This is an optimization exercise on Yosys and OpenROAD, whose aim is small area and a short achievable clock period, not a production implementation.
Where RTL was checked, it was by simulation tests only, not by an equivalence proof against the original.

## v6
## enigmaMachine
module enigmaMachine (
    input  logic                load,
    input  logic                reset,
    input  logic                keyValid,
    input  logic                setPositions,
    input  enigmaPkg::asciiChar keyChar,
    input  enigmaPkg::rotorPos  startPosition1,
    input  enigmaPkg::rotorPos  startPosition2,
    input  enigmaPkg::rotorPos  startPosition3,
    output logic                outValid,
    output enigmaPkg::asciiChar outChar
);
    function automatic logic [4:0] lutPlugIn(input logic [4:0] v);
        case (v)
            5'd0: lutPlugIn = 5'd14;
            5'd1: lutPlugIn = 5'd14;
            5'd2: lutPlugIn = 5'd18;
            5'd3: lutPlugIn = 5'd22;
            5'd4: lutPlugIn = 5'd12;
            5'd5: lutPlugIn = 5'd0;
            5'd6: lutPlugIn = 5'd7;
            5'd7: lutPlugIn = 5'd11;
            5'd8: lutPlugIn = 5'd5;
            5'd9: lutPlugIn = 5'd17;
            5'd10: lutPlugIn = 5'd25;
            5'd11: lutPlugIn = 5'd3;
            5'd12: lutPlugIn = 5'd8;
            5'd13: lutPlugIn = 5'd4;
            5'd14: lutPlugIn = 5'd20;
            5'd15: lutPlugIn = 5'd24;
            5'd16: lutPlugIn = 5'd13;
            5'd17: lutPlugIn = 5'd15;
            5'd18: lutPlugIn = 5'd21;
            5'd19: lutPlugIn = 5'd10;
            5'd20: lutPlugIn = 5'd23;
            5'd21: lutPlugIn = 5'd9;
            5'd22: lutPlugIn = 5'd16;
            5'd23: lutPlugIn = 5'd1;
            5'd24: lutPlugIn = 5'd6;
            5'd25: lutPlugIn = 5'd2;
            5'd26: lutPlugIn = 5'd19;
            5'd27: lutPlugIn = 5'd19;
            5'd28: lutPlugIn = 5'd6;
            5'd29: lutPlugIn = 5'd2;
            5'd30: lutPlugIn = 5'd19;
            5'd31: lutPlugIn = 5'd19;
            default: lutPlugIn = 5'd0;
        endcase
    endfunction
    function automatic logic [4:0] lutR1Inv(input logic [4:0] v);
        case (v)
            5'd0: lutR1Inv = 5'd8;
            5'd1: lutR1Inv = 5'd5;
            5'd2: lutR1Inv = 5'd2;
            5'd3: lutR1Inv = 5'd25;
            5'd4: lutR1Inv = 5'd11;
            5'd5: lutR1Inv = 5'd24;
  ...
Size: about 30 flip-flops, ~36 I/O pins, about 0.0061 mm2 of cells after synthesis.
clock: 30.0 ns
lec_check: 0
abc_area: 1
cap_margin: 20
core_margin: 2
core_utilization: 20
slew_margin: 20
standard.sh (not shown) runs the stock make flow with config.mk's settings and CLKGATE_MAP_FILE= SYNTH_SCRIPT=/design/flow/synth_recipe.tcl, a recipe that flattens the netlist after the stock synthesis.
==> flow/flow/run.sh <==
#!/bin/bash
# Standard layout with these changes:
#  * synthesis: no ADDER_MAP_FILE, so Yosys extracts no half/full adder cells and ABC can
#    restructure the modulo-26 adders;
#  * synthesis: ABC maps with flow/abc_area_resyn.script (the ORFS area script preceded by
#    two rounds of AIG rewriting, with a 6000 ps delay target for mapping and sizing);
#  * placement: every port still gets its buffer, but as buf_2 (BUFFER_PORTS_ARGS) rather
#    than the slow delay-cell buffer the default choice ends up with.
# The synthesis script is synth_recipe.tcl with ORFS's synth.tcl inlined and only
# its abc call changed, so registers are mapped and named exactly as in the
# standard synthesis.  Each tool's log stays under orfs/logs; make's output is
# in make.log.
set -euo pipefail
here=$(pwd)
abc_script=$here/flow/abc_area_resyn.script
{
  head -n 1 synth_recipe.tcl
  sed "s|log_cmd abc {\*}\$abc_args|log_cmd abc -script $abc_script {*}[lrange \$abc_args 2 end]|" \
      "$FLOW_HOME/scripts/synth.tcl"
  tail -n +3 synth_recipe.tcl
} > synth_custom.tcl
grep -q "abc -script $abc_script" synth_custom.tcl
bash standard.sh BUFFER_PORTS_ARGS="-buffer_cell sky130_fd_sc_hd__buf_2" ADDER_MAP_FILE= SYNTH_SCRIPT="$here/synth_custom.tcl" finish > make.log 2>&1
==> flow/flow/abc_area_resyn.script <==
strash
balance; rewrite; refactor; balance; rewrite; rewrite -z; balance; refactor -z; rewrite -z; balance
balance; rewrite; refactor; balance; rewrite; rewrite -z; balance; refactor -z; rewrite -z; balance
dch
map -B 0.9 -D 6000
topo
stime -c
buffer -c
upsize -c -D 6000
dnsize -c -D 6000
Input changes introduced in v7 (baseline for comparison: v6):
diff --git a/flow/design.v b/flow/design.v
--- a/flow/design.v
+++ b/flow/design.v
@@ -459,43 +459,43 @@
     assign s0 = subOff(lutPlugIn(keyChar[4:0]), p1);
     assign s1 = addOff(lutR1Inv(s0), d12);
     assign s2 = addOff(lutR2Inv(s1), d23);
     assign s3 = addOff(lutR3Inv(s2), p3);
     always_ff @(posedge load) begin
         if (reset) begin
             outValid   <= 1'b0;
             held       <= '0;
             heldLetter <= 1'b0;
         end else begin
             outValid <= keyAccepted;
             if (keyAccepted) begin
-                held       <= {keyChar[7:5], isLetter ? lutRefl(s3) : keyChar[4:0]};
+                held       <= isLetter ? {3'b000, lutRefl(s3)} : keyChar;
                 heldLetter <= isLetter;
             end else if (setPositions && heldLetter) begin
                 held       <= outChar;
                 heldLetter <= 1'b0;
             end
         end
     end
     always_ff @(posedge load) begin
         if (step1) begin
             heldOff4 <= p3;
         end
     end
     assign s4 = subOff(held[4:0], heldOff4);
     assign s5 = subOff(lutR3(s4), d23Old);
     assign s6 = subOff(lutR2(s5), d12Old);
     assign s7 = addOff(lutR1(s6), p1Old);
     assign cipherIdx = lutPlugOut(s7);
-    assign outChar = {held[7:5], heldLetter ? cipherIdx : held[4:0]};
+    assign outChar = heldLetter ? {3'b010, cipherIdx} : held;
     always_ff @(posedge load) begin
         if (reset) begin
             p1 <= '0;
             p2 <= '0;
             p3 <= '0;
         end else if (setPositions) begin
             p1 <= wrap26(startPosition1);
             p2 <= wrap26(startPosition2);
             p3 <= wrap26(startPosition3);
         end else begin
             if (step1)  p1 <= inc26(p1);
             if (carry1) p2 <= inc26(p2);
--- outcome ---
v7 vs v6: worst path setup slack after routing up in v7. Taking v6 as the reference, in v7 final cell count has increased; wire length moved down. Compared with v6, v7 shows global-route wire length before repair higher by about 0.56%. Lower time the final worst path needs with I/O delays and setup goes to v7 over v6.
Function not checked in v6: the RTL went through the layout flow alone.

afterwards: timing with drivers on the ports:
How much do the figures lean on ideal ports? The routed layouts below were timed once more, with nothing changed but the port constraints.
Step 1 assumes that a clkbuf_16 drives the clock port and a buf_2 every other input.
Step 2 times the ports against the registers' clock, not the clock port: input delays grow and output delays shrink by t, the midpoint of the rising clock arrivals with the driver on.
Three values: ideal, step 1, step 2; two values: the first two.
| run | t (ns) | setup slack, ns | clock arrival spread, ns | slew at the worst register clock pin (ns) | worst slew at a driven data input, ns |
|---|---|---|---|---|---|
| v6 | 0.308 | 16.353 / 16.321 / 16.629 | 0.007 / 0.007 | 0.05 / 0.05 | 0.03 |
| v7 | 0.312 | 16.753 / 16.715 / 16.655 | 0.006 / 0.005 | 0.05 / 0.05 | 0.06 |
After both steps setup and hold are still met in every run listed. The setup slack of v7, which loses most, moves by -0.038 ns with the drivers and by -0.098 ns with both steps.
